Context: an optimization exercise on an open-source flow, tuned for small area, a short achievable clock period and few clock cycles per item. The choices shown serve that exercise and are no tape-out recipe. Where RTL was checked, it was by simulation tests only, not by an equivalence proof against the original. For runs 5 and 7, only the layout was checked, not whether the RTL still works. No activity file was given, so power comes from the tool's default toggle rates.

[flow/flow/run.sh]
#!/bin/bash
# The standard layout, with the clock tree built from larger sink
# clusters and without dummy loads, and small port buffers.  ORFS logs stay
# under orfs/logs.
export CTS_ARGS="-sink_clustering_enable -repair_clock_nets -dont_use_dummy_load -sink_clustering_size 30 -sink_clustering_max_diameter 80"
export BUFFER_PORTS_ARGS="-buffer_cell sky130_fd_sc_hd__buf_2"
bash standard.sh > standard.log 2>&1
[flow/standard.sh]
#!/bin/bash
# synth_recipe.tcl (not shown) runs the flow's synth.tcl, then flattens the netlist and writes it again
# the make line also repeats each setting of config.mk as NAME=value (left out here)
make -C /OpenROAD-flow-scripts/flow DESIGN_CONFIG=/design/flow/config.mk WORK_HOME=/design/flow/orfs CLKGATE_MAP_FILE= SYNTH_SCRIPT=/design/flow/synth_recipe.tcl "${@:-finish}"
[flow/config.mk]
export PLATFORM = sky130hd
export DESIGN_NAME = tlb_top
export DESIGN_NICKNAME = tlb_top
export VERILOG_FILES = /design/flow/design.v
export SDC_FILE = /design/flow/constraint.sdc
export NUM_CORES = 4
export LEC_CHECK = 0
export CAP_MARGIN = 20
export CORE_MARGIN = 2
export CORE_UTILIZATION = 60
export PLACE_DENSITY = 0.7
export SETUP_SLACK_MARGIN = 3.5
export SLEW_MARGIN = 20
[flow/constraint.sdc]
create_clock -name core_clock -period 6.0 [get_ports {clk}]
set_input_delay 1.2000 -clock core_clock [delete_from_list [all_inputs] [get_ports {clk}]]
set_output_delay 1.2000 -clock core_clock [all_outputs]
set_load 0.01 [all_outputs]
[flow/design.v]
`default_nettype none
package tlb_pkg;
	typedef logic [19-1:0] vpn2_t;
	typedef logic [8-1:0] asid_t;
	typedef logic [20-1:0] pfn_t;
	typedef logic [2:0] cache_attr_t;
	typedef logic [$clog2(32)-1:0] tlb_index_t;
	typedef logic [32-1:0] hit_vec_t;
	typedef logic [32-1:0] vaddr_t;
	typedef logic [32-1:0] paddr_t;
	typedef logic [31:0] entry_word_t;
endpackage
`default_nettype wire
`default_nettype none
package tlb_cmd_pkg;
	typedef enum logic [1:0] {
		op_write = 2'd0,
		op_probe = 2'd1,
		op_translate = 2'd2
	} tlb_op_e;
	typedef enum logic {
		st_empty = 1'b0,
		st_full = 1'b1
	} stage_state_e;
endpackage
`default_nettype wire
`timescale 1ns/10ps
`default_nettype none
module tlb_top (
	input wire logic clk,
	input wire logic rst,
	input wire logic cmd_valid,
	output logic cmd_ready,
	input tlb_cmd_pkg::tlb_op_e cmd_op,
	input tlb_pkg::tlb_index_t cmd_index,
	input tlb_pkg::entry_word_t cmd_entryhi,
	input tlb_pkg::entry_word_t cmd_entrylo0,
	input tlb_pkg::entry_word_t cmd_entrylo1,
	input tlb_pkg::vaddr_t cmd_vaddr,
	output logic rsp_valid,
	input wire logic rsp_ready,
	output tlb_cmd_pkg::tlb_op_e rsp_op,
	output tlb_pkg::paddr_t rsp_paddr,
	output logic rsp_refill,
	output logic rsp_invalid,
	output logic rsp_modified,
	output logic rsp_found,
	output tlb_pkg::tlb_index_t rsp_index
);
	localparam int N = 32;
	logic [18:0] t_vpn2 [N];
	logic [7:0] t_asid [N];
	logic [N-1:0] t_global;
	logic [N-1:0] t_valid;
	logic [21:0] d_lo0 [N];
	logic [21:0] d_lo1 [N];
	logic s0_v;
	logic [1:0] s0_op;
	logic s0_wr;
	logic [4:0] s0_idx;
	logic [18:0] s0_vpn2;
	logic [7:0] s0_asid;
	logic s0_g;
	logic [43:0] s0_pl;
	logic s1_v;
	logic [1:0] s1_op;
	logic s1_wr;
	logic s1_probe;
	logic s1_tr_map;
	logic s1_tr_unm;
	logic [4:0] s1_idx;
	logic [N-1:0] s1_hit;
	logic [43:0] s1_pl;
	logic s2_v;
	logic [1:0] s2_op;
	logic [N-1:0] s2_first;
	logic s2_odd;
	logic s2_use_pfn;
	logic s2_refill;
	logic s2_found;
	logic s2_probe;
	logic [31:0] s2_base;
	logic out_v;
	logic skid_v;
	logic [42:0] out_q;
	logic [42:0] skid_q;
	logic rdy_q;
	logic s0_ld, s1_ld, s2_ld, s3_ld;
	logic out_ld;
	assign s3_ld = !skid_v;
	assign s2_ld = !s2_v || s3_ld;
	assign s1_ld = !s1_v || s2_ld;
	assign s0_ld = !s0_v || s1_ld;
	assign out_ld = !out_v || rsp_ready;
	assign cmd_ready = rdy_q;
	logic take;
	assign take = cmd_valid && rdy_q;
	logic [43:0] lo_fields;
	assign lo_fields = {cmd_entrylo1[25:6], cmd_entrylo1[2], cmd_entrylo1[1],
		cmd_entrylo0[25:6], cmd_entrylo0[2], cmd_entrylo0[1]};
	always_ff @(posedge clk) begin
		if (s0_ld) begin
			s0_op <= cmd_op;
			s0_wr <= (cmd_op == 2'd0);
			s0_idx <= cmd_index;
			s0_vpn2 <= cmd_op[1] ? cmd_vaddr[31:13] : cmd_entryhi[31:13];
			s0_asid <= cmd_entryhi[7:0];
			s0_g <= cmd_entrylo0[0] & cmd_entrylo1[0];
			s0_pl[43:13] <= lo_fields[43:13];
			s0_pl[12:0] <= cmd_op[1] ? cmd_vaddr[12:0] : lo_fields[12:0];
		end
	end
	logic [N-1:0] hit;
	always_comb begin
		for (int i = 0; i < N; i++) begin
			hit[i] = t_valid[i] && (t_vpn2[i] == s0_vpn2)
				&& (t_global[i] || (t_asid[i] == s0_asid));
		end
	end
	logic tag_we;
	assign tag_we = s0_v && s1_ld && s0_wr;
	always_ff @(posedge clk) begin
		for (int i = 0; i < N; i++) begin
			if (tag_we && s0_idx == 5'(i)) begin
				t_vpn2[i] <= s0_vpn2;
				t_asid[i] <= s0_asid;
				t_global[i] <= s0_g;
			end
		end
	end
	always_ff @(posedge clk) begin
		if (rst) begin
			t_valid <= '0;
		end else begin
			for (int i = 0; i < N; i++) begin
				if (tag_we && s0_idx == 5'(i)) t_valid[i] <= 1'b1;
			end
		end
	end
	always_ff @(posedge clk) begin
		if (s1_ld) begin
			s1_op <= s0_op;
			s1_wr <= s0_wr;
			s1_probe <= (s0_op == 2'd1);
			s1_tr_map <= (s0_op == 2'd2) && !s0_vpn2[18];
			s1_tr_unm <= (s0_op == 2'd2) && s0_vpn2[18];
			s1_idx <= s0_idx;
			s1_hit <= hit;
			s1_pl[43:32] <= s0_pl[43:32];
			s1_pl[31:13] <= s0_op[1] ? s0_vpn2 : s0_pl[31:13];
			s1_pl[12:0] <= s0_pl[12:0];
		end
	end
	logic [N-1:0] lower;
	logic [N-1:0] first;
	logic any_hit;
	assign any_hit = |s1_hit;
	always_comb begin
		lower[0] = 1'b0;
		for (int i = 1; i < N; i++) lower[i] = lower[i-1] | s1_hit[i-1];
		first = s1_hit & ~lower;
	end
	always_ff @(posedge clk) begin
		if (s2_ld) begin
			s2_op <= s1_op;
			s2_first <= first;
			s2_odd <= s1_pl[12];
			s2_use_pfn <= s1_tr_map && any_hit;
			s2_refill <= s1_tr_map && !any_hit;
			s2_found <= s1_probe && any_hit;
			s2_probe <= s1_probe;
			s2_base[31:12] <= {20{s1_tr_unm}} & s1_pl[31:12];
			s2_base[11:0] <= {12{s1_tr_unm || (s1_tr_map && any_hit)}} & s1_pl[11:0];
		end
	end
	logic data_we;
	assign data_we = s1_v && s2_ld && s1_wr;
	always_ff @(posedge clk) begin
		for (int i = 0; i < N; i++) begin
			if (data_we && s1_idx == 5'(i)) begin
				d_lo0[i] <= s1_pl[21:0];
				d_lo1[i] <= s1_pl[43:22];
			end
		end
	end
	logic [21:0] sel0, sel1, sel;
	logic [4:0] enc;
	always_comb begin
		sel0 = '0;
		sel1 = '0;
		enc = '0;
		for (int i = 0; i < N; i++) begin
			sel0 = sel0 | ({22{s2_first[i]}} & d_lo0[i]);
			sel1 = sel1 | ({22{s2_first[i]}} & d_lo1[i]);
			enc = enc | ({5{s2_first[i]}} & 5'(i));
		end
		sel = s2_odd ? sel1 : sel0;
	end
	logic [42:0] res;
	logic [31:0] r_paddr;
	always_comb begin
		r_paddr[31:12] = s2_base[31:12] | ({20{s2_use_pfn}} & sel[21:2]);
		r_paddr[11:0] = s2_base[11:0];
		res = {s2_op, r_paddr, s2_refill, s2_use_pfn && !sel[0],
			s2_use_pfn && sel[0] && !sel[1], s2_found, {5{s2_probe}} & enc};
	end
	always_ff @(posedge clk) begin
		if (!skid_v) skid_q <= res;
		out_q <= ({43{out_ld}} & (skid_v ? skid_q : res)) | ({43{!out_ld}} & out_q);
	end
	logic s0_v_n, s1_v_n, s2_v_n, out_v_n, skid_v_n;
	always_comb begin
		s0_v_n = s0_ld ? take : s0_v;
		s1_v_n = s1_ld ? s0_v : s1_v;
		s2_v_n = s2_ld ? s1_v : s2_v;
		if (out_ld) begin
			out_v_n = skid_v || (s2_v && s3_ld);
			skid_v_n = 1'b0;
		end else begin
			out_v_n = out_v;
			skid_v_n = skid_v || (s2_v && s3_ld);
		end
	end
	always_ff @(posedge clk) begin
		if (rst) begin
			s0_v <= 1'b0;
			s1_v <= 1'b0;
			s2_v <= 1'b0;
			out_v <= 1'b0;
			skid_v <= 1'b0;
			rdy_q <= 1'b1;
		end else begin
			s0_v <= s0_v_n;
			s1_v <= s1_v_n;
			s2_v <= s2_v_n;
			out_v <= out_v_n;
			skid_v <= skid_v_n;
			rdy_q <= !(s0_v_n && s1_v_n && s2_v_n && skid_v_n);
		end
	end
	assign rsp_valid = out_v;
	logic [1:0] rsp_op_w;
	assign rsp_op = tlb_cmd_pkg::tlb_op_e'(rsp_op_w);
	assign {rsp_op_w, rsp_paddr, rsp_refill, rsp_invalid, rsp_modified, rsp_found,
		rsp_index} = out_q;
endmodule
`default_nettype wire
==> out/qor.csv, run 1 <==
metric,value,unit
post-DP HPWL,146000,µm
Area after DPL,104600,µm²
fillers,10527,
Final Hold Viols,0,
clock root cell,clkbuf_16,
Worst-path clk slew,110,ps
RSZ-0062 raised after global routing,true,
top-area cell type share of the netlist area,0.7794,
Worst Skew,77.19,ps
Leak Pwr,0.03586,µW
Seq. cell area,79250,µm²
Multi-input gate area,20610,µm²
status,finished clean,
Die Ht,411.4,µm
IO Port Bufs,160,
top post-synthesis cells by count,"edfxtp_1 (2585), xor2_1 (640), a22oi_1 (367)",
CP bufs+invs,1,
Main synth FF type,edfxtp_1,
fin util,0.6755,
CP Cell Sequence,buf_2,
Placement Rows,149,
die area,169300,µm²
"EDFF count, synth",2585,
post-DR vias/cell,6.831,
Post-CTS Hold Fix Bufs,0,
# DRC,0,
Global Route Usage Sum,0.3282,
"Max stage delay cell, worst path",edfxtp_1,
CP Capture Type,primary output,
pwr dens,276.9,nW/µm²
layout cells sized above 1,0.1667,
core area,165000,µm²
Pins Over Slew Limit,0,
cell area after synthesis,99600,µm²
fin crit share,0.4355,
synthesis-to-finish area growth,11.91,%
CP Launch Type,register,
ranking of synthesized cells by area,"edfxtp_1 (78%), xor2_1 (5.6%), a22oi_1 (2.8%)",
Hold Crit Class,reg2reg,
syn_nets,5644,
post-synthesis register bit count,2666,
max cap viols,0,
total power,30860,µW
CTS Buf Count,117,
GP Congestion,0.8427,
crit path DAT,1410,ps
Final Setup Violations,0,
Crit path required time,4800,ps
largest net degree at the start of global routing,66,
Synth Warn #,5,
DRT Pass-1 Iters,18,
overall routed net length,285600,µm
syn avg cell area,18.09,µm²
initial antenna violation count,8,
CTS max path bufs,3,
Final WS setup,3387,ps
sequential fraction of the synthesis area,0.7957,
Worst-Margin Slew,1165,ps
most frequent cell after synthesis,edfxtp_1,
via count,55297,
"CP delay by family, top",flip-flops,
initial core utilization,0.6037,
vias in the first global route,52025,
Post-Place Setup Slack,2177,ps
Fmax,382.7,MHz
Detail Route Antenna Nets,0,
critical path type,reg2out,
post-route cell area,111500,µm²
total grt overflow,0,
WL/cell,35.28,µm
Syn Inst Count,5505,
Final nets,6043,
first-pass GRT wire length,388300,µm
setup_tns,0,ps
critical path peak fanout,1,
"FFs w/ async S/R, synth",0,
Tmin final,2613,ps
clock sink count,2666,
worst skew pair latency,810,ps
H-tree Lvls,3,
initial drt markers,9430,
biggest area consumer among synthesized cells,edfxtp_1,
worst rel slew slack,0.2232,
post-synth cell types,49,
Die W,411.4,µm
I/O pin total,184,
Critical Path Max Stage Delay,450,ps
CTS tree,done,
Worst VDD drop,0.2676,mV
layout make-up:
| class | count | share of cell area |
|---|---|---|
| Sequential cell | 2666 | 0.7111 |
| Inverter | 13 | 0.0004827 |
| Tap cell | 2189 | 0.02457 |
| Antenna cell | 4 | 0.00008981 |
| Clock buffer | 117 | 0.02627 |
| Multi-Input combinational cell | 2530 | 0.1850 |
| Timing Repair Buffer | 576 | 0.05255 |
layout by cell type (no fill, tap or decap), drive strengths merged, types with 125 or more instances in the layout:
cell    instances
edfxtp       2585
xor2          640
buf           562
a22oi         367
nor4          230
xnor2         224
nand4         178
a22o          130
nor2          130
clkbuf        128
a221oi        125
cells by family (layout without fill, tap and decap cells):
kind of cell / after synthesis / count (layout) / synth area share
buffers and inverters: 316 / 706 / 0.01221
DFF: 2666 / 2666 / 0.7957
other: 0 / 4 / 0
xor gates and xnor gates: 864 / 864 / 0.07598
AOI/OAI and AO/OA: 777 / 778 / 0.06168
and+or+nand+nor: 815 / 821 / 0.04688
muxes: 67 / 67 / 0.007575
flip-flops by register name, summed over array words and instances (netlist names), 2 cells and up, named ones only:
name      flops
d_lo0       704
d_lo1       704
s0_asid       8
s0_idx        5
s0_op         2
s0_pl        44
s0_vpn2      19
s1_hit       32
s1_idx        5
s1_op         2
s1_pl        44
s2_base      32
s2_first     32
s2_op         2
skid_q       43
t_asid      256
t_global     32
t_valid      32
t_vpn2      608
timing repair:
item | 4_1_cts | 5_1_grt
endpoints found under the setup margin | 2567 | 618
gates resized for setup | 234 | 123
setup buffers | 117 | 36
pin swaps | 55 | 52
cloned | 13 | 11
final timing paths:
path                                              from                  end  slack (ps)  cells past startpoint
worst max-delay path                          register        rsp_paddr[24]        3390                      1
worst min-delay path               s0_pl[41]$_DFFE_PN_  s1_pl[41]$_DFFE_PP_         380                      0
worst max register to register  s2_first[19]$_DFFE_PP_             register        3390                      8
worst min register to register     s0_pl[41]$_DFFE_PN_  s1_pl[41]$_DFFE_PP_         380                      0
power by group:
group | leakage [µW] | internal, µW | total [µW] | switching [µW]
clock | 0.00144 | 3470 | 8770 | 5300
combinational | 0.00986 | 440 | 1330 | 891
sequential | 0.0246 | 20600 | 20800 | 174
total | 0.0359 | 24500 | 30900 | 6360
per-stage QoR:
stage / hold WS [ps] / cells
after detailed placement: 404.5 / 7781
after CTS: 401.9 / 8028
after floorplan: 400.3 / 5505
after global routing: 401.7 / 8091
final: 381.0 / 8095
after global placement: 401.4 / 7778
per-layer routing:
metal	GRT usage	wire (µm)	share of wire
met5	0	7	0.000025
met4	0.1485	16420	0.058
met3	0.06217	35390	0.12
met2	0.5172	132900	0.47
met1	0.4504	100900	0.35
Testbench counts, summed over its fixed seeds: cycles 9,632, items 9,600.
==> inputs of run 2 (changes only) <==
--- a/flow/config.mk
+++ b/flow/config.mk
@@ -11,3 +11,4 @@
 export PLACE_DENSITY = 0.7
 export SETUP_SLACK_MARGIN = 3.5
 export SLEW_MARGIN = 20
+export TNS_END_PERCENT = 10
==> out/qor.csv, run 2 <==
metric,value,unit,change
CP bufs+invs,2,,was 1
fin crit share,0.4633,,was 0.4355
via count,55161,,was 55297
I/O pin total,184,,unchanged
sequential share of power,0.674,,was 0.673
CTS max path bufs,3,,unchanged
first-pass GRT wire length,384400,µm,was 388300 µm
Final nets,6038,,was 6043
Fmax,359.7,MHz,was 382.7 MHz
Global Route Usage Sum,0.3229,,was 0.3282
H-tree Lvls,3,,unchanged
synthesis-to-finish area growth,11.35,%,was 11.91%
Post-CTS Hold Fix Bufs,0,,unchanged
status,finished clean,,unchanged
initial drt markers,8826,,was 9430
"FFs w/ async S/R, synth",0,,unchanged
clock root cell,clkbuf_16,,unchanged
CTS Buf Count,117,,unchanged
Main synth FF type,edfxtp_1,,unchanged
post-route cell area,110900,µm²,was 111500 µm²
post-DP HPWL,143800,µm,was 146000 µm
Final Setup Violations,0,,unchanged
syn_nets,5644,,unchanged
CP Capture Type,register,,was primary output
cell area after synthesis,99600,µm²,unchanged
CP Launch Type,register,,unchanged
setup_tns,0,ps,unchanged
Worst VDD drop,0.3437,mV,was 0.2676 mV
"commonest non-fill, non-tap cell in the layout",edfxtp_1,,unchanged
Critical Path Max Stage Delay,660,ps,was 450 ps
vias in the first global route,52441,,was 52025
Sw Pwr,6337,µW,was 6364 µW
Worst Skew,146.2,ps,was 77.19 ps
Largest regs,"d_lo0: 704 flops, d_lo1: 704 flops, t_vpn2: 608 flops",,unchanged
DRT Pass-1 Iters,24,,was 18
CP Cell Sequence,"clkbuf_16, a22oi_1, nand4_1, nor4_4, a211oi_2, buf_4, o31a_1",,was buf_2
Syn Inst Count,5505,,unchanged
Synth Warn #,5,,unchanged
Placement Rows,149,,unchanged
Die W,411.4,µm,unchanged
worst rel slew slack,0.2038,,was 0.2232
post-synth cell types,49,,unchanged
"Max stage delay cell, worst path",nor4_4,,was edfxtp_1
core area,165000,µm²,unchanged
initial core utilization,0.6037,,unchanged
post-DR vias/cell,6.813,,was 6.831
pwr dens,278.0,nW/µm²,was 276.9 nW/µm²
biggest area consumer among synthesized cells,edfxtp_1,,unchanged
Pins Over Slew Limit,0,,unchanged
total grt overflow,0,,unchanged
sequential fraction of the synthesis area,0.7957,,unchanged
Crit path required time,6560,ps,was 4800 ps
Die Ht,411.4,µm,unchanged
post-synthesis register bit count,2666,,unchanged
Tmin final,2780,ps,was 2613 ps
CTS tree,done,,unchanged
"CP delay by family, top",simple AND/OR/NAND/NOR gates,,was flip-flops
# DRC,0,,unchanged
Switching Share,0.2056,,was 0.2062
critical path type,reg2reg,,was reg2out
Worst-path clk slew,110,ps,about the same
Area after DPL,104700,µm²,was 104600 µm²
Final Hold Viols,0,,unchanged
Leak Pwr,0.03571,µW,was 0.03586 µW
overall routed net length,284700,µm,was 285600 µm
IO Port Bufs,160,,unchanged
RSZ-0062 raised after global routing,true,,unchanged
Worst-Margin Slew,1194,ps,was 1165 ps
most frequent cell after synthesis,edfxtp_1,,unchanged
ranking of synthesized cells by area,"edfxtp_1 (78%), xor2_1 (5.6%), a22oi_1 (2.8%)",,unchanged
total power,30830,µW,was 30860 µW
syn avg cell area,18.09,µm²,unchanged
initial antenna violation count,7,,was 8
combinational share of power,0.043,,about the same
layout cells sized above 1,0.1619,,was 0.1667
critical path peak fanout,12,,was 1
top post-synthesis cells by count,"edfxtp_1 (2585), xor2_1 (640), a22oi_1 (367)",,unchanged
die area,169300,µm²,unchanged
top-area cell type share of the netlist area,0.7794,,unchanged
internal power,24490,µW,about the same
clock share of power,0.284,,about the same
GP Congestion,0.8136,,was 0.8427
WL/cell,35.16,µm,was 35.28 µm
crit path DAT,3340,ps,was 1410 ps
max cap viols,0,,unchanged
"EDFF count, synth",2585,,unchanged
most frequent cells in the layout,"edfxtp_1 (2585), xor2_1 (640), a22oi_1 (365)",,"was edfxtp_1 (2585), xor2_1 (640), a22oi_1 (362)"
worst skew pair latency,810,ps,about the same
Detail Route Antenna Nets,0,,unchanged
largest net degree at the start of global routing,66,,unchanged
clock sink count,2666,,unchanged
Hold Crit Class,reg2reg,,unchanged
fin util,0.6722,,was 0.6755
-- run 2: what timing repair did --
action | 4_1_cts | 5_1_grt
resized for setup | 86 | 158
buffers inserted | 102 | 67
pin swaps | 33 | 50
cloned | 7 | 15
endpoints found under the setup margin | 2570 | 1324
endpoints found under the hold margin | 0 | 0
-- run 2: final timing paths --
| kind | start | endpoint | slack, ps | depth (start not counted) |
|---|---|---|---|---|
| setup / recovery | s2_first[23]$_DFFE_PP_ | register | 3220 | 7 |
| hold / removal | s0_pl[34]$_DFFE_PN_ | s1_pl[34]$_DFFE_PP_ | 370 | 0 |
| setup reg to reg | s2_first[23]$_DFFE_PP_ | register | 3220 | 7 |
| hold reg to reg | s0_pl[34]$_DFFE_PN_ | s1_pl[34]$_DFFE_PP_ | 370 | 0 |
-- run 2: metal layers --
| metal | GRT usage | part of all wire | vias up |
|---|---|---|---|
| met1 | 0.4367 | 0.35 | 27992 |
| met5 | 0 | 0.00014 | - |
| met4 | 0.1573 | 0.064 | 6 |
| met2 | 0.5165 | 0.46 | 3883 |
| li1 | - | - | 22489 |
| met3 | 0.05331 | 0.12 | 791 |
-- run 2: area by class of cell --
type	instances	area [µm²]
well taps	2189	2739
diodes	10	25.02
multi-input cells	2528	20400
fillers	10649	54090
flip-flops and latches	2666	79250
clock buffers	117	2928
inverters	13	53.80
repair buffers	573	5505
-- run 2: cell families (layout without fill, tap and decap cells) --
logic type	after synthesis	count (layout)	share of synthesized area
flip-flops	2666	2666	0.7957
XOR/XNOR	864	864	0.07598
AND/OR/NAND/NOR	815	819	0.04688
AO/OA/AOI/OAI	777	778	0.06168
buffers and inverters	316	703	0.01221
multiplexers	67	67	0.007575
other	0	10	0
-- run 2: stage by stage --
step / instances / hold WS, ps / worst slack (ps)
2_1_floorplan: 5505 / 400.3 / 2990
3_5_place_dp: 7762 / 408.0 / 2189
6_report: 8096 / 371.6 / 3220
3_3_place_gp: 7754 / 404.1 / 2013
5_1_grt: 8086 / 386.3 / 3240
4_1_cts: 7988 / 391.8 / 3263
-- run 2: power by group through the flow --
stage                     Sequential (µW)  Combinational, µW  Clock, µW
after floorplan                     21200                589          0
after global placement              21300               1080          0
after detailed placement            21300               1110          0
after CTS                           20800               1170       8760
after global routing                20800               1390       9380
final                               20800               1310       8750
==> inputs of run 3 (changes only) <==
--- a/flow/config.mk
+++ b/flow/config.mk
@@ -8,7 +8,6 @@
 export CAP_MARGIN = 20
 export CORE_MARGIN = 2
 export CORE_UTILIZATION = 60
-export PLACE_DENSITY = 0.7
+export PLACE_DENSITY = 0.75
 export SETUP_SLACK_MARGIN = 3.5
 export SLEW_MARGIN = 20
-export TNS_END_PERCENT = 10
==> out/qor.csv, run 3 <==
metric,value,unit,change
top post-synthesis cells by count,"edfxtp_1 (2585), xor2_1 (640), a22oi_1 (367)",,unchanged
clock sink count,2666,,unchanged
Cells after DPL,7775,,was 7762
Worst Skew,87.30,ps,was 146.2 ps
CTS Buf Count,113,,was 117
overall routed net length,285200,µm,was 284700 µm
Detail Route Antenna Nets,0,,unchanged
setup_tns,0,ps,unchanged
CP Capture Type,primary output,,was register
Die W,411.4,µm,unchanged
Tmin final,2688,ps,was 2780 ps
"CP delay by family, top",flip-flops,,was simple AND/OR/NAND/NOR gates
Pins Over Slew Limit,0,,unchanged
die area,169300,µm²,unchanged
Critical Path Max Stage Delay,490,ps,was 660 ps
CP Cell Sequence,buf_2,,"was clkbuf_16, a22oi_1, nand4_1, nor4_4, a211oi_2, buf_4, o31a_1"
critical path peak fanout,1,,was 12
CP Launch Type,register,,unchanged
Syn Inst Count,5505,,unchanged
total grt overflow,0,,unchanged
cell area after synthesis,99600,µm²,unchanged
initial drt markers,10650,,was 8826
status,finished clean,,unchanged
"commonest non-fill, non-tap cell in the layout",edfxtp_1,,unchanged
Worst VDD drop,0.2698,mV,was 0.3437 mV
sequential fraction of the synthesis area,0.7957,,unchanged
largest net degree at the start of global routing,70,,was 66
Leak Pwr,0.03591,µW,was 0.03571 µW
RSZ-0062 raised after global routing,true,,unchanged
Final Setup Violations,0,,unchanged
Final nets,6054,,was 6038
initial core utilization,0.6037,,unchanged
Synth Warn #,5,,unchanged
"Max stage delay cell, worst path",edfxtp_1,,was nor4_4
# DRC,0,,unchanged
ranking of synthesized cells by area,"edfxtp_1 (78%), xor2_1 (5.6%), a22oi_1 (2.8%)",,unchanged
worst rel slew slack,0.1782,,was 0.2038
"FFs w/ async S/R, synth",0,,unchanged
syn avg cell area,18.09,µm²,unchanged
top-area cell type share of the netlist area,0.7794,,unchanged
biggest area consumer among synthesized cells,edfxtp_1,,unchanged
I/O pin total,184,,unchanged
first-pass GRT wire length,392100,µm,was 384400 µm
"EDFF count, synth",2585,,unchanged
Main synth FF type,edfxtp_1,,unchanged
crit path DAT,1490,ps,was 3340 ps
Worst Hold Launch,s1_op[0]$_DFFE_PP_,,was s0_pl[34]$_DFFE_PN_
Die Ht,411.4,µm,unchanged
Hold Crit Class,reg2reg,,unchanged
final non-filler cell total,8107,,was 8096
Largest regs,"d_lo0: 704 flops, d_lo1: 704 flops, t_vpn2: 608 flops",,unchanged
post-synthesis register bit count,2666,,unchanged
via count,56379,,was 55161
Post-Place Setup Slack,2417,ps,was 2189 ps
most frequent cells in the layout,"edfxtp_1 (2585), xor2_1 (640), a22oi_1 (361)",,"was edfxtp_1 (2585), xor2_1 (640), a22oi_1 (365)"
layout cells sized above 1,0.1700,,was 0.1619
fin crit share,0.4481,,was 0.4633
IO Port Bufs,160,,unchanged
Worst-Margin Slew,1233,ps,was 1194 ps
worst skew pair latency,800,ps,was 810 ps
CTS tree,done,,unchanged
initial antenna violation count,9,,was 7
Final Hold Viols,0,,unchanged
DRT Pass-1 Iters,22,,was 24
clock root cell,clkbuf_16,,unchanged
critical path type,reg2out,,was reg2reg
post-route cell area,111500,µm²,was 110900 µm²
synthesis-to-finish area growth,11.94,%,was 11.35%
max cap viols,0,,unchanged
most frequent cell after synthesis,edfxtp_1,,unchanged
pwr dens,275.3,nW/µm²,was 278.0 nW/µm²
Worst-path clk slew,110,ps,about the same
Area after DPL,104800,µm²,was 104700 µm²
GP Congestion,0.8286,,was 0.8136
H-tree Lvls,3,,unchanged
Reg2Reg Launch Point,s2_first[25]$_DFFE_PP_,,was s2_first[23]$_DFFE_PP_
CTS max path bufs,3,,unchanged
Fmax,372.0,MHz,was 359.7 MHz
vias in the first global route,53704,,was 52441
syn_nets,5644,,unchanged
Global Route Usage Sum,0.3290,,was 0.3229
core area,165000,µm²,unchanged
CP bufs+invs,1,,was 2
post-synth cell types,49,,unchanged
Final WS setup,3312,ps,was 3220 ps
Placement Rows,149,,unchanged
post-DR vias/cell,6.954,,was 6.813
Crit path required time,4800,ps,was 6560 ps
post-DP HPWL,146000,µm,was 143800 µm
total power,30700,µW,was 30830 µW
WL/cell,35.18,µm,was 35.16 µm
[run 3: kinds of logic (layout without fill, tap and decap cells)]
group                  count (synthesis)  count (layout)  share of synthesized area
XOR/XNOR                             864             864                    0.07598
buffers and inverters                316             717                    0.01221
multiplexers                          67              67                   0.007575
other                                  0               5                          0
flip-flops                          2666            2666                     0.7957
AND/OR/NAND/NOR                      815             821                    0.04688
AO/OA/AOI/OAI                        777             778                    0.06168
[run 3: through the flow]
| step | utilization | hold WS (ps) |
|---|---|---|
| after floorplan | - | 400.3 |
| after global placement | 0.6342 | 403.5 |
| after detailed placement | 0.6353 | 404.5 |
| after CTS | 0.6676 | 422.5 |
| after global routing | 0.6757 | 429.2 |
| final | 0.6758 | 405.1 |
[run 3: layout make-up]
type / instances / area, µm²
sequential: 2666 / 79260
fill: 10180 / 53500
multi-input combinational: 2530 / 20730
timing repair buffer: 591 / 5872
clock buffer: 113 / 2828
tap: 2189 / 2739
inverter: 13 / 51.30
antenna: 5 / 12.51
[run 3: final timing paths]
path	cells after the start	slack, ps	to
worst max-delay path	1	3310	rsp_paddr[27]
worst max register to register	8	3360	register
worst min-delay path	0	410	s2_op[0]$_DFFE_PP_
worst min register to register	0	410	s2_op[0]$_DFFE_PP_
[run 3: timing repair]
item	in CTS	in global routing
pin swaps	55	70
hold buffers	0	0
buffers inserted	150	32
setup endpoints to repair	2515	520
resized for setup	178	152
hold endpoints to repair	0	0
cloned	11	6
[run 3: report_power, final]
group          switching, µW  internal, µW
combinational            851           451
sequential               211         20600
clock                   5240          3360
[run 3: layer usage]
layer	global-route usage	up-vias	routed length [µm]
met4	0.1559	6	17710
met3	0.07756	995	40450
met5	0	-	41
li1	-	22495	-
met1	0.4400	28212	95890
met2	0.5157	4671	131100
==> inputs of run 4 (changes only) <==
--- a/flow/config.mk
+++ b/flow/config.mk
@@ -7,7 +7,7 @@
 export LEC_CHECK = 0
 export CAP_MARGIN = 20
 export CORE_MARGIN = 2
-export CORE_UTILIZATION = 60
-export PLACE_DENSITY = 0.75
+export CORE_UTILIZATION = 50
+export PLACE_DENSITY = 0.65
 export SETUP_SLACK_MARGIN = 3.5
 export SLEW_MARGIN = 20
==> out/qor.csv, run 4 <==
metric,value,unit,change
critical path peak fanout,5,,was 1
post-DR vias/cell,6.478,,was 6.954
"commonest non-fill, non-tap cell in the layout",edfxtp_1,,unchanged
largest net degree at the start of global routing,66,,was 70
met1 global-route usage,0.3893,,was 0.4400
Final Setup Violations,0,,unchanged
biggest area consumer among synthesized cells,edfxtp_1,,unchanged
Worst Skew,99.40,ps,was 87.30 ps
pwr dens,272.6,nW/µm²,was 275.3 nW/µm²
Placement Rows,163,,was 149
Worst-path clk slew,110,ps,about the same
fin crit share,0.4449,,was 0.4481
post-synthesis register bit count,2666,,unchanged
vias in the first global route,52847,,was 53704
overall routed net length,296400,µm,was 285200 µm
first-pass GRT wire length,410500,µm,was 392100 µm
CP Capture Type,register,,was primary output
core area,197600,µm²,was 165000 µm²
status,finished clean,,unchanged
via count,55724,,was 56379
post-synth cell types,49,,unchanged
total power,30800,µW,was 30700 µW
layout cells sized above 1,0.1804,,was 0.1700
Multi-input gate area,20920,µm²,was 20730 µm²
most frequent cell after synthesis,edfxtp_1,,unchanged
cell area after synthesis,99600,µm²,unchanged
Detail Route Antenna Nets,0,,unchanged
CTS max path bufs,3,,unchanged
CTS Buf Count,112,,was 113
critical path type,reg2reg,,was reg2out
clock root cell,clkbuf_16,,unchanged
IO Port Bufs,160,,unchanged
Main synth FF type,edfxtp_1,,unchanged
setup_tns,0,ps,unchanged
GR Util met3,0.05127,,was 0.07756
Crit path required time,6550,ps,was 4800 ps
crit path DAT,3220,ps,was 1490 ps
"EDFF count, synth",2585,,unchanged
fillers,14617,,was 10180
total grt overflow,0,,unchanged
post-route cell area,113000,µm²,was 111500 µm²
fin util,0.5716,,was 0.6758
synthesis-to-finish area growth,13.42,%,was 11.94%
Hold Crit Class,reg2reg,,unchanged
syn_nets,5644,,unchanged
syn avg cell area,18.09,µm²,unchanged
Die Ht,450.3,µm,was 411.4 µm
Worst-Margin Slew,1182,ps,was 1233 ps
Seq. cell area,79260,µm²,unchanged
most frequent cells in the layout,"edfxtp_1 (2585), xor2_1 (640), a22oi_1 (357)",,"was edfxtp_1 (2585), xor2_1 (640), a22oi_1 (361)"
clock share of power,0.282,,was 0.280
final non-filler cell total,8602,,was 8107
Switching Share,0.2085,,was 0.2052
worst rel slew slack,0.2118,,was 0.1782
Final nets,6095,,was 6054
I/O pin total,184,,unchanged
CP Launch Type,register,,unchanged
WL/cell,34.46,µm,was 35.18 µm
"FFs w/ async S/R, synth",0,,unchanged
# DRC,0,,unchanged
Pins Over Slew Limit,0,,unchanged
top post-synthesis cells by count,"edfxtp_1 (2585), xor2_1 (640), a22oi_1 (367)",,unchanged
post-DP HPWL,153900,µm,was 146000 µm
clock sink count,2666,,unchanged
Largest regs,"d_lo0: 704 flops, d_lo1: 704 flops, t_vpn2: 608 flops",,unchanged
Synth Warn #,5,,unchanged
initial drt markers,9036,,was 10650
GP Congestion,0.8046,,was 0.8286
H-tree Lvls,3,,unchanged
initial antenna violation count,6,,was 9
met2 usage,0.4615,,was 0.5157
max cap viols,0,,unchanged
top-area cell type share of the netlist area,0.7794,,unchanged
internal power,24370,µW,was 24400 µW
Syn Inst Count,5505,,unchanged
CTS tree,done,,unchanged
Fmax,374.6,MHz,was 372.0 MHz
Final Hold Viols,0,,unchanged
busiest grt layer,met2,,unchanged
initial core utilization,0.5040,,was 0.6037
sequential fraction of the synthesis area,0.7957,,unchanged
RSZ-0062 raised after global routing,true,,unchanged
worst skew pair latency,830,ps,was 800 ps
Area after DPL,105500,µm²,was 104800 µm²
ranking of synthesized cells by area,"edfxtp_1 (78%), xor2_1 (5.6%), a22oi_1 (2.8%)",,unchanged
DRT Pass-1 Iters,7,,was 22
Leak Pwr,0.03630,µW,was 0.03591 µW
die area,202800,µm²,was 169300 µm²
sequential share of power,0.675,,was 0.677
Cells after DPL,8234,,was 7775
Sw Pwr,6421,µW,was 6300 µW
combinational share of power,0.044,,was 0.042
Worst VDD drop,0.2479,mV,was 0.2698 mV
Tmin final,2669,ps,was 2688 ps
Die W,450.3,µm,was 411.4 µm
Global Route Usage Sum,0.2870,,was 0.3290
-- run 4: cell counts after synthesis --
No cell type changed its count.
-- run 4: routing by layer --
metal,vias up,part of all wire
met5,-,0.000057
met4,4,0.051
met3,692,0.11
met2,3545,0.47
met1,28900,0.37
li1,22583,-
-- run 4: final timing paths --
kind | start | to | slack (ps) | cells past startpoint
hold reg to reg | s0_pl[6]$_DFFE_PN_ | s1_pl[6]$_DFFE_PP_ | 420 | 0
setup reg to reg | s2_first[25]$_DFFE_PP_ | register | 3330 | 9
hold / removal | s0_pl[6]$_DFFE_PN_ | s1_pl[6]$_DFFE_PP_ | 420 | 0
setup / recovery | s2_first[25]$_DFFE_PP_ | register | 3330 | 9
-- run 4: timing repair --
action | in CTS | in global routing
setup endpoints to repair | 2555 | 504
pin swaps | 127 | 73
gates resized for setup | 286 | 92
gates cloned | 23 | 0
buffers inserted | 191 | 22
hold buffers | 0 | 0
-- run 4: final cells by class --
class | count | share of cell area
clock buffers | 112 | 0.02481
diodes | 8 | 0.0001772
multi-input cells | 2532 | 0.1852
inverters | 13 | 0.0004874
repair buffers | 631 | 0.05839
well taps | 2640 | 0.02924
flip-flops and latches | 2666 | 0.7017
-- run 4: logic make-up (layout without fill, tap and decap cells) --
group / Yosys count / in the layout / synth area share
AO/OA/AOI/OAI: 777 / 778 / 0.06168
XOR/XNOR: 864 / 864 / 0.07598
buffers and inverters: 316 / 756 / 0.01221
flip-flops: 2666 / 2666 / 0.7957
multiplexers: 67 / 67 / 0.007575
other: 0 / 8 / 0
AND/OR/NAND/NOR: 815 / 823 / 0.04688
-- run 4: per-stage QoR --
stage | hold slack, ps | worst slack, ps
2_1_floorplan | 400.3 | 2990
3_3_place_gp | 403.4 | 2122
3_5_place_dp | 404.5 | 2063
4_1_cts | 415.5 | 3314
5_1_grt | 421.2 | 3281
6_report | 418.7 | 3331
-- run 4: power groups by stage --
stage	clock network (µW)	logic, µW	registers, µW
after global routing	9310	1440	20800
after detailed placement	0	1160	21300
after floorplan	0	590	21200
after global placement	0	1120	21300
after CTS	8720	1290	20800
final	8670	1350	20800
-- run 4: worst max-delay path, cell delays in order, from the launching register on --
cell and delay (ps):
edfxtp_1 400, buf_6 170, buf_8 150, buf_8 130, a22o_1 200, a221oi_2 210, nand3_1 160, nor4_4 480
a211oi_4 200, o31a_1 320
==> inputs of run 5 (changes only) <==
--- a/flow/design.v
+++ b/flow/design.v
@@ -204,9 +204,16 @@
 		res = {s2_op, r_paddr, s2_refill, s2_use_pfn && !sel[0],
 			s2_use_pfn && sel[0] && !sel[1], s2_found, {5{s2_probe}} & enc};
 	end
+	logic [42:0] out_n;
+	logic [42:0] rsp_q;
+	assign out_n = out_ld ? (skid_v ? skid_q : res) : out_q;
 	always_ff @(posedge clk) begin
 		if (!skid_v) skid_q <= res;
-		out_q <= ({43{out_ld}} & (skid_v ? skid_q : res)) | ({43{!out_ld}} & out_q);
+		out_q <= out_n;
+	end
+	always_ff @(posedge clk) begin
+		if (rst) rsp_q <= '0;
+		else rsp_q <= out_n;
 	end
 	logic s0_v_n, s1_v_n, s2_v_n, out_v_n, skid_v_n;
 	always_comb begin
@@ -242,6 +249,6 @@
 	logic [1:0] rsp_op_w;
 	assign rsp_op = tlb_cmd_pkg::tlb_op_e'(rsp_op_w);
 	assign {rsp_op_w, rsp_paddr, rsp_refill, rsp_invalid, rsp_modified, rsp_found,
-		rsp_index} = out_q;
+		rsp_index} = rsp_q;
 endmodule
 `default_nettype wire
--- a/flow/config.mk
+++ b/flow/config.mk
@@ -7,7 +7,7 @@
 export LEC_CHECK = 0
 export CAP_MARGIN = 20
 export CORE_MARGIN = 2
-export CORE_UTILIZATION = 50
-export PLACE_DENSITY = 0.65
+export CORE_UTILIZATION = 60
+export PLACE_DENSITY = 0.7
 export SETUP_SLACK_MARGIN = 3.5
 export SLEW_MARGIN = 20
==> out/qor.csv, run 5 <==
metric,value,unit,change
status,finished clean,,unchanged
clock share of power,0.285,,was 0.282
Die Ht,414.4,µm,was 450.3 µm
cell area after synthesis,101100,µm²,was 99600 µm²
ranking of synthesized cells by area,"edfxtp_1 (76%), xor2_1 (5.5%), dfxtp_1 (3.3%)",,"was edfxtp_1 (78%), xor2_1 (5.6%), a22oi_1 (2.8%)"
setup_tns,0,ps,unchanged
sequential share of power,0.672,,was 0.675
max cap viols,0,,unchanged
CTS tree,done,,unchanged
worst skew pair latency,810,ps,was 830 ps
syn avg cell area,17.58,µm²,was 18.09 µm²
Sw Pwr,6496,µW,was 6421 µW
CP Launch Type,register,,unchanged
vias in the first global route,55140,,was 52847
post-DP HPWL,145800,µm,was 153900 µm
Synth Warn #,5,,unchanged
internal power,24840,µW,was 24370 µW
Worst Skew,72.75,ps,was 99.40 ps
"CP delay by family, top",simple AND/OR/NAND/NOR gates,,was compound AO/OA/AOI/OAI gates
"EDFF count, synth",2542,,was 2585
CTS max path bufs,3,,unchanged
top-area cell type share of the netlist area,0.7552,,was 0.7794
via count,57127,,was 55724
critical path peak fanout,12,,was 5
die area,171800,µm²,was 202800 µm²
first-pass GRT wire length,405800,µm,was 410500 µm
worst rel slew slack,0.1122,,was 0.2118
IO Port Bufs,160,,unchanged
Pins Over Slew Limit,0,,unchanged
Post-CTS Hold Fix Bufs,0,,unchanged
Fmax,364.3,MHz,was 374.6 MHz
critical path type,reg2reg,,unchanged
Crit path required time,6550,ps,about the same
"commonest non-fill, non-tap cell in the layout",edfxtp_1,,unchanged
Leak Pwr,0.03700,µW,was 0.03630 µW
I/O pin total,184,,unchanged
fillers,10627,,was 14617
initial drt markers,9860,,was 9036
Worst-Margin Slew,1332,ps,was 1182 ps
clock root cell,clkbuf_16,,unchanged
top post-synthesis cells by count,"edfxtp_1 (2542), xor2_1 (640), a22o_1 (236)",,"was edfxtp_1 (2585), xor2_1 (640), a22oi_1 (367)"
Final nets,6327,,was 6095
pwr dens,274.6,nW/µm²,was 272.6 nW/µm²
synthesis-to-finish area growth,12.90,%,was 13.42%
sequential fraction of the synthesis area,0.7883,,was 0.7957
initial core utilization,0.6044,,was 0.5040
Critical Path Max Stage Delay,590,ps,was 480 ps
Final Hold Viols,0,,unchanged
# DRC,0,,unchanged
CP bufs+invs,1,,was 3
most frequent CP cell,or4_4,,was buf_8
DRT Pass-1 Iters,7,,unchanged
post-synthesis register bit count,2709,,was 2666
WL/cell,34.76,µm,was 34.46 µm
CP Capture Type,register,,unchanged
Switching Share,0.2073,,was 0.2085
Syn Inst Count,5751,,was 5505
fin crit share,0.4575,,was 0.4449
overall routed net length,291800,µm,was 296400 µm
GP Congestion,0.8208,,was 0.8046
post-synth cell types,49,,unchanged
Main synth FF type,edfxtp_1,,unchanged
syn_nets,5890,,was 5644
layout cells sized above 1,0.1747,,was 0.1804
Worst-path clk slew,100,ps,was 110 ps
Detail Route Antenna Nets,0,,unchanged
most frequent cell after synthesis,edfxtp_1,,unchanged
RSZ-0062 raised after global routing,true,,unchanged
largest net degree at the start of global routing,83,,was 66
"FFs w/ async S/R, synth",0,,unchanged
combinational share of power,0.043,,was 0.044
Final Setup Violations,0,,unchanged
post-DR vias/cell,6.805,,was 6.478
Cells after DPL,7975,,was 8234
final non-filler cell total,8395,,was 8602
CTS Buf Count,119,,was 112
total grt overflow,0,,unchanged
CP Cell Sequence,"or4_4, nor4_4, and4b_4, nand2_4, or4_4, a21oi_4, buf_12, nor2b_1",,"was buf_6, buf_8, buf_8, a22o_1, a221oi_2, nand3_1, nor4_4, a211oi_4, o31a_1"
Placement Rows,150,,was 163
crit path DAT,3300,ps,was 3220 ps
H-tree Lvls,3,,unchanged
"Max stage delay cell, worst path",or4_4,,was nor4_4
Largest regs,"d_lo0: 704 flops, d_lo1: 704 flops, t_vpn2: 608 flops",,unchanged
biggest area consumer among synthesized cells,edfxtp_1,,unchanged
Hold Crit Class,reg2reg,,unchanged
Worst VDD drop,0.2963,mV,was 0.2479 mV
Tmin final,2745,ps,was 2669 ps
Die W,414.4,µm,was 450.3 µm
most frequent cells in the layout,"edfxtp_1 (2542), xor2_1 (640), buf_4 (245)",,"was edfxtp_1 (2585), xor2_1 (640), a22oi_1 (357)"
Global Route Usage Sum,0.3326,,was 0.2870
clock sink count,2709,,was 2666
core area,167200,µm²,was 197600 µm²
initial antenna violation count,7,,was 6
-- run 5: cells by family after synthesis --
logic type / synth area share
multiplexers: 0.007464
buffers and inverters: 0.01307
flip-flops: 0.7883
AND/OR/NAND/NOR: 0.04892
AO/OA/AOI/OAI: 0.06729
adder cells (fa/ha/maj): 0.00009903
XOR/XNOR: 0.07487
-- run 5: through the flow --
stage / setup slack, ps / instance area (µm²) / power, µW / hold WS (ps) / utilization
2_1_floorplan: 2901 / 101700 / 22080 / 400.3 / -
3_3_place_gp: 2102 / 105900 / 22660 / 402.4 / 0.6332
3_5_place_dp: 2095 / 105900 / 22690 / 407.2 / 0.6335
4_1_cts: 3250 / 112700 / 31310 / 414.5 / 0.6740
5_1_grt: 3196 / 114100 / 32040 / 420.3 / 0.6824
6_report: 3255 / 114100 / 31330 / 410.8 / 0.6824
-- run 5: worst register-to-register path: stages, from the launching register on --
cell	delay [ps]
edfxtp_1	410
or4_4	590
nor4_4	170
and4b_4	370
nand2_4	70
or4_4	530
a21oi_4	170
buf_12	170
nor2b_1	60
-- run 5: final timing paths --
path	start	to	slack [ps]	cells past startpoint
setup / recovery	s1_hit[1]$_DFFE_PP_	s2_base[0]$_DFFE_PP_	3250	8
hold / removal	s0_pl[12]$_DFFE_PN_	s1_pl[12]$_DFFE_PP_	410	0
setup reg to reg	s1_hit[1]$_DFFE_PP_	s2_base[0]$_DFFE_PP_	3250	8
hold reg to reg	s0_pl[12]$_DFFE_PN_	s1_pl[12]$_DFFE_PP_	410	0
-- run 5: final cells by class --
class                      count  area (µm²)  share of cell area
antenna                        5       12.51           0.0001096
clock buffer                 119        2978             0.02610
inverter                      28       108.9           0.0009539
multi-input combinational   2732       22180              0.1944
sequential                  2709       79710              0.6985
tap                         2204        2758             0.02417
timing repair buffer         598        6371             0.05583
-- run 5: metal layers --
layer / share of wire / vias up / wire (µm) / track usage
met5: 0 / - / 0 / 0
met4: 0.052 / 0 / 15040 / 0.1375
met3: 0.12 / 780 / 34430 / 0.05983
met2: 0.47 / 4014 / 138300 / 0.5359
met1: 0.36 / 28955 / 104000 / 0.4527
li1: - / 23378 / - / -
-- run 5: power groups by stage --
stage / clock network (µW) / logic (µW) / registers (µW)
2_1_floorplan: 0 / 624 / 21500
3_5_place_dp: 0 / 1140 / 21600
4_1_cts: 8950 / 1270 / 21100
6_report: 8920 / 1350 / 21100
3_3_place_gp: 0 / 1120 / 21500
5_1_grt: 9530 / 1430 / 21100
-- run 5: what timing repair did --
action                                  4_1_cts  5_1_grt
setup buffers                               199       35
gates cloned                                 43       10
endpoints found under the setup margin     2565      615
pin swaps                                   107       49
resized for setup                           250      155
==> inputs of run 6 (changes only) <==
--- a/flow/design.v
+++ b/flow/design.v
@@ -204,16 +204,9 @@
 		res = {s2_op, r_paddr, s2_refill, s2_use_pfn && !sel[0],
 			s2_use_pfn && sel[0] && !sel[1], s2_found, {5{s2_probe}} & enc};
 	end
-	logic [42:0] out_n;
-	logic [42:0] rsp_q;
-	assign out_n = out_ld ? (skid_v ? skid_q : res) : out_q;
 	always_ff @(posedge clk) begin
 		if (!skid_v) skid_q <= res;
-		out_q <= out_n;
-	end
-	always_ff @(posedge clk) begin
-		if (rst) rsp_q <= '0;
-		else rsp_q <= out_n;
+		out_q <= ({43{out_ld}} & (skid_v ? skid_q : res)) | ({43{!out_ld}} & out_q);
 	end
 	logic s0_v_n, s1_v_n, s2_v_n, out_v_n, skid_v_n;
 	always_comb begin
@@ -249,6 +242,6 @@
 	logic [1:0] rsp_op_w;
 	assign rsp_op = tlb_cmd_pkg::tlb_op_e'(rsp_op_w);
 	assign {rsp_op_w, rsp_paddr, rsp_refill, rsp_invalid, rsp_modified, rsp_found,
-		rsp_index} = rsp_q;
+		rsp_index} = out_q;
 endmodule
 `default_nettype wire
==> flow/flow/run.sh (replaced) <==
#!/bin/bash
# The standard layout, with the clock tree built from larger sink
# clusters and without dummy loads, and small port buffers.  ORFS logs stay
# under orfs/logs.
export CTS_ARGS="-sink_clustering_enable -repair_clock_nets -dont_use_dummy_load -sink_clustering_size 30 -sink_clustering_max_diameter 80 -buf_list {sky130_fd_sc_hd__clkbuf_8 sky130_fd_sc_hd__clkbuf_16}"
export BUFFER_PORTS_ARGS="-buffer_cell sky130_fd_sc_hd__buf_2"
bash standard.sh > standard.log 2>&1
==> out/qor.csv, run 6 <==
metric,value,unit,change
Multi-input gate area,20610,µm²,was 22180 µm²
Crit path required time,4800,ps,was 6550 ps
most frequent cells in the layout,"edfxtp_1 (2585), xor2_1 (640), a22oi_1 (362)",,"was edfxtp_1 (2542), xor2_1 (640), buf_4 (245)"
"EDFF count, synth",2585,,was 2542
internal power,24490,µW,was 24840 µW
clock root cell,clkbuf_16,,unchanged
Worst VDD drop,0.2676,mV,was 0.2963 mV
"FFs w/ async S/R, synth",0,,unchanged
# DRC,0,,unchanged
Global Route Usage Sum,0.3282,,was 0.3326
Area after DPL,104600,µm²,was 105900 µm²
Worst-path clk slew,110,ps,was 100 ps
most frequent cell after synthesis,edfxtp_1,,unchanged
CP bufs+invs,1,,unchanged
biggest area consumer among synthesized cells,edfxtp_1,,unchanged
Switching Share,0.2062,,was 0.2073
worst skew pair latency,810,ps,about the same
Final Setup Violations,0,,unchanged
synthesis-to-finish area growth,11.91,%,was 12.90%
CP Cell Sequence,buf_2,,"was or4_4, nor4_4, and4b_4, nand2_4, or4_4, a21oi_4, buf_12, nor2b_1"
setup_tns,0,ps,unchanged
Syn Inst Count,5505,,was 5751
IO Port Bufs,160,,unchanged
syn avg cell area,18.09,µm²,was 17.58 µm²
Post-CTS Hold Fix Bufs,0,,unchanged
Seq. cell area,79250,µm²,was 79710 µm²
Sw Pwr,6364,µW,was 6496 µW
Leak Pwr,0.03586,µW,was 0.03700 µW
Detail Route Antenna Nets,0,,unchanged
CTS max path bufs,3,,unchanged
critical path type,reg2out,,was reg2reg
Worst-Margin Slew,1165,ps,was 1332 ps
combinational share of power,0.043,,about the same
post-DR vias/cell,6.831,,was 6.805
CP Launch Type,register,,unchanged
DRT Pass-1 Iters,18,,was 7
total power,30860,µW,was 31330 µW
vias in the first global route,52025,,was 55140
H-tree Lvls,3,,unchanged
post-route cell area,111500,µm²,was 114100 µm²
sequential share of power,0.673,,was 0.672
first-pass GRT wire length,388300,µm,was 405800 µm
total grt overflow,0,,unchanged
"commonest non-fill, non-tap cell in the layout",edfxtp_1,,unchanged
post-synth cell types,49,,unchanged
Final nets,6043,,was 6327
Fmax,382.7,MHz,was 364.3 MHz
clock sink count,2666,,was 2709
CTS tree,done,,unchanged
Final Hold Viols,0,,unchanged
Placement Rows,149,,was 150
fin util,0.6755,,was 0.6824
fin crit share,0.4355,,was 0.4575
Largest regs,"d_lo0: 704 flops, d_lo1: 704 flops, t_vpn2: 608 flops",,unchanged
Worst Skew,77.19,ps,was 72.75 ps
die area,169300,µm²,was 171800 µm²
ranking of synthesized cells by area,"edfxtp_1 (78%), xor2_1 (5.6%), a22oi_1 (2.8%)",,"was edfxtp_1 (76%), xor2_1 (5.5%), dfxtp_1 (3.3%)"
post-DP HPWL,146000,µm,was 145800 µm
initial core utilization,0.6037,,was 0.6044
core area,165000,µm²,was 167200 µm²
pwr dens,276.9,nW/µm²,was 274.6 nW/µm²
CTS Buf Count,117,,was 119
Hold Crit Class,reg2reg,,unchanged
initial drt markers,9430,,was 9860
status,finished clean,,unchanged
RSZ-0062 raised after global routing,true,,unchanged
critical path peak fanout,1,,was 12
top-area cell type share of the netlist area,0.7794,,was 0.7552
Die W,411.4,µm,was 414.4 µm
crit path DAT,1410,ps,was 3300 ps
max cap viols,0,,unchanged
"Max stage delay cell, worst path",edfxtp_1,,was or4_4
GP Congestion,0.8427,,was 0.8208
Pins Over Slew Limit,0,,unchanged
overall routed net length,285600,µm,was 291800 µm
"CP delay by family, top",flip-flops,,was simple AND/OR/NAND/NOR gates
fillers,10527,,was 10627
CP Capture Type,primary output,,was register
worst rel slew slack,0.2232,,was 0.1122
clock share of power,0.284,,was 0.285
post-synthesis register bit count,2666,,was 2709
Die Ht,411.4,µm,was 414.4 µm
sequential fraction of the synthesis area,0.7957,,was 0.7883
Main synth FF type,edfxtp_1,,unchanged
Synth Warn #,5,,unchanged
top post-synthesis cells by count,"edfxtp_1 (2585), xor2_1 (640), a22oi_1 (367)",,"was edfxtp_1 (2542), xor2_1 (640), a22o_1 (236)"
via count,55297,,was 57127
layout cells sized above 1,0.1667,,was 0.1747
Tmin final,2613,ps,was 2745 ps
initial antenna violation count,8,,was 7
Critical Path Max Stage Delay,450,ps,was 590 ps
largest net degree at the start of global routing,66,,was 83
I/O pin total,184,,unchanged
syn_nets,5644,,was 5890
cell area after synthesis,99600,µm²,was 101100 µm²
WL/cell,35.28,µm,was 34.76 µm
run 6: cell families after synthesis:
logic type | Yosys count | share of synthesized area
flip-flops | 2666 | 0.7957
XOR/XNOR | 864 | 0.07598
AND/OR/NAND/NOR | 815 | 0.04688
AO/OA/AOI/OAI | 777 | 0.06168
buffers and inverters | 316 | 0.01221
multiplexers | 67 | 0.007575
run 6: power groups by stage:
stage / sequential [µW] / clock [µW] / combinational [µW]
2_1_floorplan: 21200 / 0 / 590
3_3_place_gp: 21300 / 0 / 1090
3_5_place_dp: 21300 / 0 / 1120
4_1_cts: 20800 / 8790 / 1230
5_1_grt: 20800 / 9360 / 1410
6_report: 20800 / 8770 / 1330
run 6: layer usage:
layer	vias to the layer above	global-route usage	routed length, µm
met5	-	0	7
met4	2	0.1485	16420
met3	797	0.06217	35390
met2	3938	0.5172	132900
met1	28081	0.4504	100900
li1	22479	-	-
run 6: stage by stage:
stage          worst slack (ps)  hold WS, ps  std cells
2_1_floorplan              2990        400.3       5505
3_3_place_gp               1940        401.4       7778
3_5_place_dp               2177        404.5       7781
4_1_cts                    3356        401.9       8028
5_1_grt                    3347        401.7       8091
6_report                   3387        381.0       8095
run 6: final timing paths:
check	start	end	slack [ps]	cells after the start
max	register	rsp_paddr[24]	3390	1
min	s0_pl[41]$_DFFE_PN_	s1_pl[41]$_DFFE_PP_	380	0
max reg2reg	s2_first[19]$_DFFE_PP_	register	3390	8
min reg2reg	s0_pl[41]$_DFFE_PN_	s1_pl[41]$_DFFE_PP_	380	0
run 6: final cells by class:
type                       count  share of cell area
antenna                        4          0.00008981
tap                         2189             0.02457
inverter                      13           0.0004827
clock buffer                 117             0.02627
sequential                  2666              0.7111
multi-input combinational   2530              0.1850
timing repair buffer         576             0.05255
run 6: worst reg2reg max path, delay by kind of cell (launching register included):
| family | cells | cell delay, ps |
|---|---|---|
| AOI/OAI and AO/OA | 4 | 990 |
| and+or+nand+nor | 2 | 550 |
| DFF | 1 | 400 |
| buffers and inverters | 2 | 470 |
run 6: timing repair:
action | in CTS | in global routing
setup buffers | 117 | 36
pin swaps | 55 | 52
resized for setup | 234 | 123
endpoints found under the setup margin | 2567 | 618
gates cloned | 13 | 11
Testbench counts of run 6, summed over its fixed seeds: cycles 9,632, items 9,600.
==> inputs of run 7 (changes only) <==
--- a/flow/design.v
+++ b/flow/design.v
@@ -73,12 +73,12 @@
 	logic [43:0] s1_pl;
 	logic s2_v;
 	logic [1:0] s2_op;
-	logic [N-1:0] s2_first;
-	logic s2_odd;
+	logic [N-1:0] s2_first0;
+	logic [N-1:0] s2_first1;
 	logic s2_use_pfn;
 	logic s2_refill;
 	logic s2_found;
-	logic s2_probe;
+	logic [4:0] s2_index;
 	logic [31:0] s2_base;
 	logic out_v;
 	logic skid_v;
@@ -155,20 +155,23 @@
 	logic [N-1:0] first;
 	logic any_hit;
 	assign any_hit = |s1_hit;
+	logic [4:0] enc;
 	always_comb begin
 		lower[0] = 1'b0;
 		for (int i = 1; i < N; i++) lower[i] = lower[i-1] | s1_hit[i-1];
 		first = s1_hit & ~lower;
+		enc = '0;
+		for (int i = 0; i < N; i++) enc = enc | ({5{first[i]}} & 5'(i));
 	end
 	always_ff @(posedge clk) begin
 		if (s2_ld) begin
 			s2_op <= s1_op;
-			s2_first <= first;
-			s2_odd <= s1_pl[12];
+			s2_first0 <= first & {N{s1_tr_map && !s1_pl[12]}};
+			s2_first1 <= first & {N{s1_tr_map && s1_pl[12]}};
 			s2_use_pfn <= s1_tr_map && any_hit;
 			s2_refill <= s1_tr_map && !any_hit;
 			s2_found <= s1_probe && any_hit;
-			s2_probe <= s1_probe;
+			s2_index <= {5{s1_probe}} & enc;
 			s2_base[31:12] <= {20{s1_tr_unm}} & s1_pl[31:12];
 			s2_base[11:0] <= {12{s1_tr_unm || (s1_tr_map && any_hit)}} & s1_pl[11:0];
 		end
@@ -183,30 +186,25 @@
 			end
 		end
 	end
-	logic [21:0] sel0, sel1, sel;
-	logic [4:0] enc;
-	always_comb begin
-		sel0 = '0;
-		sel1 = '0;
-		enc = '0;
-		for (int i = 0; i < N; i++) begin
-			sel0 = sel0 | ({22{s2_first[i]}} & d_lo0[i]);
-			sel1 = sel1 | ({22{s2_first[i]}} & d_lo1[i]);
-			enc = enc | ({5{s2_first[i]}} & 5'(i));
-		end
-		sel = s2_odd ? sel1 : sel0;
+	logic [21:0] sel;
+	always_comb begin
+		sel = '0;
+		for (int i = 0; i < N; i++) begin
+			sel = sel | ({22{s2_first0[i]}} & d_lo0[i])
+				| ({22{s2_first1[i]}} & d_lo1[i]);
+		end
 	end
 	logic [42:0] res;
 	logic [31:0] r_paddr;
 	always_comb begin
-		r_paddr[31:12] = s2_base[31:12] | ({20{s2_use_pfn}} & sel[21:2]);
+		r_paddr[31:12] = s2_base[31:12] | sel[21:2];
 		r_paddr[11:0] = s2_base[11:0];
 		res = {s2_op, r_paddr, s2_refill, s2_use_pfn && !sel[0],
-			s2_use_pfn && sel[0] && !sel[1], s2_found, {5{s2_probe}} & enc};
+			sel[0] && !sel[1], s2_found, s2_index};
 	end
 	always_ff @(posedge clk) begin
 		if (!skid_v) skid_q <= res;
-		out_q <= ({43{out_ld}} & (skid_v ? skid_q : res)) | ({43{!out_ld}} & out_q);
+		if (out_ld) out_q <= skid_v ? skid_q : res;
 	end
 	logic s0_v_n, s1_v_n, s2_v_n, out_v_n, skid_v_n;
 	always_comb begin
==> flow/flow/run.sh (replaced) <==
#!/bin/bash
# The standard layout, with the clock tree built from larger sink
# clusters and without dummy loads, and small port buffers.  ORFS logs stay
# under orfs/logs.
export CTS_ARGS="-sink_clustering_enable -repair_clock_nets -dont_use_dummy_load -sink_clustering_size 30 -sink_clustering_max_diameter 80"
export BUFFER_PORTS_ARGS="-buffer_cell sky130_fd_sc_hd__buf_2"
bash standard.sh > standard.log 2>&1
==> out/qor.csv, run 7 <==
metric,value,unit,change
status,finished clean,,unchanged
Detail Route Antenna Nets,0,,unchanged
pwr dens,280.2,nW/µm²,was 276.9 nW/µm²
max cap viols,0,,unchanged
Cells after DPL,7905,,was 7781
"CP delay by family, top",flip-flops,,unchanged
die area,171000,µm²,was 169300 µm²
Tmin final,2717,ps,was 2613 ps
synthesis-to-finish area growth,10.75,%,was 11.91%
top post-synthesis cells by count,"edfxtp_1 (2620), xor2_1 (640), a22oi_1 (459)",,"was edfxtp_1 (2585), xor2_1 (640), a22oi_1 (367)"
post-synthesis simple-gate area fraction,0.04730,,was 0.04688
CTS tree,done,,unchanged
RSZ-0062 raised after global routing,true,,unchanged
post-synth cell types,46,,was 49
post-DR vias/cell,6.976,,was 6.831
multiplexer share of the synthesized area,0.008057,,was 0.007575
compound-cell area share of the yosys netlist,0.06100,,was 0.06168
Hold Crit Class,reg2reg,,unchanged
ranking of synthesized cells by area,"edfxtp_1 (78%), xor2_1 (5.6%), a22oi_1 (3.4%)",,"was edfxtp_1 (78%), xor2_1 (5.6%), a22oi_1 (2.8%)"
critical path type,reg2out,,unchanged
most frequent cells in the layout,"edfxtp_1 (2620), xor2_1 (640), a22oi_1 (459)",,"was edfxtp_1 (2585), xor2_1 (640), a22oi_1 (362)"
largest net degree at the start of global routing,66,,unchanged
clock root cell,clkbuf_16,,unchanged
most frequent cell after synthesis,edfxtp_1,,unchanged
Die Ht,413.5,µm,was 411.4 µm
biggest area consumer among synthesized cells,edfxtp_1,,unchanged
CP Capture Type,primary output,,unchanged
layout cells sized above 1,0.1556,,was 0.1667
initial antenna violation count,15,,was 8
total grt overflow,0,,unchanged
Final nets,6132,,was 6043
I/O pin total,184,,unchanged
"EDFF count, synth",2620,,was 2585
Worst VDD drop,0.3114,mV,was 0.2676 mV
overall routed net length,304700,µm,was 285600 µm
largest family of logic cells by synthesized area,XOR/XNOR gates,,unchanged
total power,31230,µW,was 30860 µW
CTS Buf Count,119,,was 117
H-tree Lvls,3,,unchanged
Final Hold Viols,0,,unchanged
DRT Pass-1 Iters,6,,was 18
CTS max path bufs,3,,unchanged
Syn Inst Count,5576,,was 5505
post-synthesis register bit count,2701,,was 2666
"commonest non-fill, non-tap cell in the layout",edfxtp_1,,unchanged
first-pass GRT wire length,413800,µm,was 388300 µm
Critical Path Max Stage Delay,550,ps,was 450 ps
Global Route Usage Sum,0.3516,,was 0.3282
Worst-Margin Slew,1143,ps,was 1165 ps
Placement Rows,150,,was 149
sequential fraction of the synthesis area,0.7980,,was 0.7957
vias in the first global route,54354,,was 52025
Main synth FF type,edfxtp_1,,unchanged
Crit path required time,4800,ps,about the same
core area,166800,µm²,was 165000 µm²
cell area after synthesis,100600,µm²,was 99600 µm²
Synth Area in Adders,0,,unchanged
IO Port Bufs,160,,unchanged
GP Congestion,0.8648,,was 0.8427
syn avg cell area,18.05,µm²,was 18.09 µm²
"FFs w/ async S/R, synth",0,,unchanged
WL/cell,37.11,µm,was 35.28 µm
final non-filler cell total,8212,,was 8095
Worst Skew,105.3,ps,was 77.19 ps
# DRC,0,,unchanged
clock sink count,2701,,was 2666
via count,57285,,was 55297
worst skew pair latency,820,ps,was 810 ps
CP bufs+invs,1,,unchanged
setup_tns,0,ps,unchanged
Synth Warn #,5,,unchanged
fin crit share,0.4528,,was 0.4355
CP Launch Type,register,,unchanged
initial core utilization,0.6031,,was 0.6037
initial drt markers,9900,,was 9430
top-area cell type share of the netlist area,0.7818,,was 0.7794
fillers,10892,,was 10527
critical path peak fanout,1,,unchanged
CP Cell Sequence,buf_6,,was buf_2
post-synthesis xor/xnor area fraction,0.07520,,was 0.07598
crit path DAT,1520,ps,was 1410 ps
Leak Pwr,0.03592,µW,was 0.03586 µW
fin util,0.6680,,was 0.6755
Worst-path clk slew,90,ps,was 110 ps
Final Setup Violations,0,,unchanged
Largest regs,"d_lo0: 704 flops, d_lo1: 704 flops, t_vpn2: 608 flops",,unchanged
"Max stage delay cell, worst path",edfxtp_1,,unchanged
syn_nets,5715,,was 5644
hold slack,384.2,ps,was 381.0 ps
worst rel slew slack,0.2379,,was 0.2232
Die W,413.5,µm,was 411.4 µm
Fmax,368.1,MHz,was 382.7 MHz
post-DP HPWL,155800,µm,was 146000 µm
Pins Over Slew Limit,0,,unchanged
==> run 7: cell count changes after synthesis, sizes merged, moves of 19 or more <==
cell,previous run,this run
edfxtp,2585,2620
a22oi,367,459
a222oi,44,22
a22o,130,102
buf,106,87
nor2b,7,39
nand4,178,203
nand2b,31,10
a221oi,125,103
nor2,126,193
==> run 7: what timing repair did <==
| item | 4_1_cts | 5_1_grt |
|---|---|---|
| endpoints found under the setup margin | 2525 | 869 |
| hold buffers | 0 | 0 |
| pin swaps | 24 | 15 |
| gates resized for setup | 128 | 82 |
| setup buffers | 117 | 21 |
| cloned | 8 | 7 |
==> run 7: logic make-up (layout without fill, tap and decap cells) <==
family / Yosys count / after routing
XOR/XNOR: 864 / 864
flip-flops: 2701 / 2701
AND/OR/NAND/NOR: 865 / 872
multiplexers: 72 / 72
buffers and inverters: 279 / 687
AO/OA/AOI/OAI: 795 / 795
other: 0 / 17
==> run 7: through the flow <==
| step | instance area (µm²) | setup slack [ps] |
|---|---|---|
| floorplan | 100900 | 2913 |
| global placement | 105600 | 2103 |
| detailed placement | 105700 | 2160 |
| CTS | 110400 | 3254 |
| global route | 111400 | 3250 |
| finish | 111400 | 3283 |
==> run 7: final timing paths <==
kind | start | end | slack, ps | depth (start not counted)
worst max-delay path | out_q[7]$_DFFE_PP_ | rsp_invalid | 3280 | 1
worst min-delay path | s0_pl[43]$_DFFE_PN_ | s1_pl[43]$_DFFE_PP_ | 380 | 0
worst max register to register | s1_hit[17]$_DFFE_PP_ | s2_base[0]$_DFFE_PP_ | 3360 | 7
worst min register to register | s0_pl[43]$_DFFE_PN_ | s1_pl[43]$_DFFE_PP_ | 380 | 0
==> run 7: layer usage <==
metal / vias up / track usage / routed length [µm]
met3: 1124 / 0.08795 / 42060
li1: 22772 / - / -
met1: 28790 / 0.4572 / 101000
met2: 4597 / 0.5485 / 140000
met5: - / 0 / 13
met4: 2 / 0.1928 / 21610
==> run 7: where the power goes <==
part	total, µW	switching [µW]	internal, µW
Clock	8880	5350	3530
Sequential	21000	127	20800
Combinational	1370	935	434
==> run 7: layout make-up <==
type / count / area, µm² / area share
Multi-Input combinational cell: 2603 / 20340 / 0.1825
Tap cell: 2204 / 2758 / 0.02474
Inverter: 10 / 40.04 / 0.0003593
Timing Repair Buffer: 558 / 4984 / 0.04472
Clock buffer: 119 / 2978 / 0.02672
Antenna cell: 17 / 42.54 / 0.0003817
Sequential cell: 2701 / 80310 / 0.7206

[afterwards: timing with drivers on the ports]
In the flow no input, the clock included, has a driving cell. The finished layouts below were timed again as built, in two steps. Step 1 sets driving cells, clkbuf_16 on the clock port and buf_2 on the other inputs (assumed; they add their load-dependent delay and slew). Step 2 times the ports against the registers' clock, not the clock port: input delays grow and output delays shrink by t, the midpoint of the rising clock arrivals with the driver on. Slacks: no drivers / after step 1 / after step 2; pairs: no drivers / after step 1.
run | t (ns) | slack for setup (ns)
run 1 | 0.852 | 3.387 / 3.303 / 3.387
run 2 | 0.828 | 3.220 / 3.220 / 3.220
run 3 | 0.854 | 3.312 / 3.222 / 3.362
run 4 | 0.875 | 3.331 / 3.331 / 3.331
run 5 | 0.857 | 3.255 / 3.255 / 3.014
run 6 | 0.852 | 3.387 / 3.303 / 3.387
run 7 | 0.854 | 3.283 / 3.196 / 3.365
After both steps setup and hold are still met in every run listed.
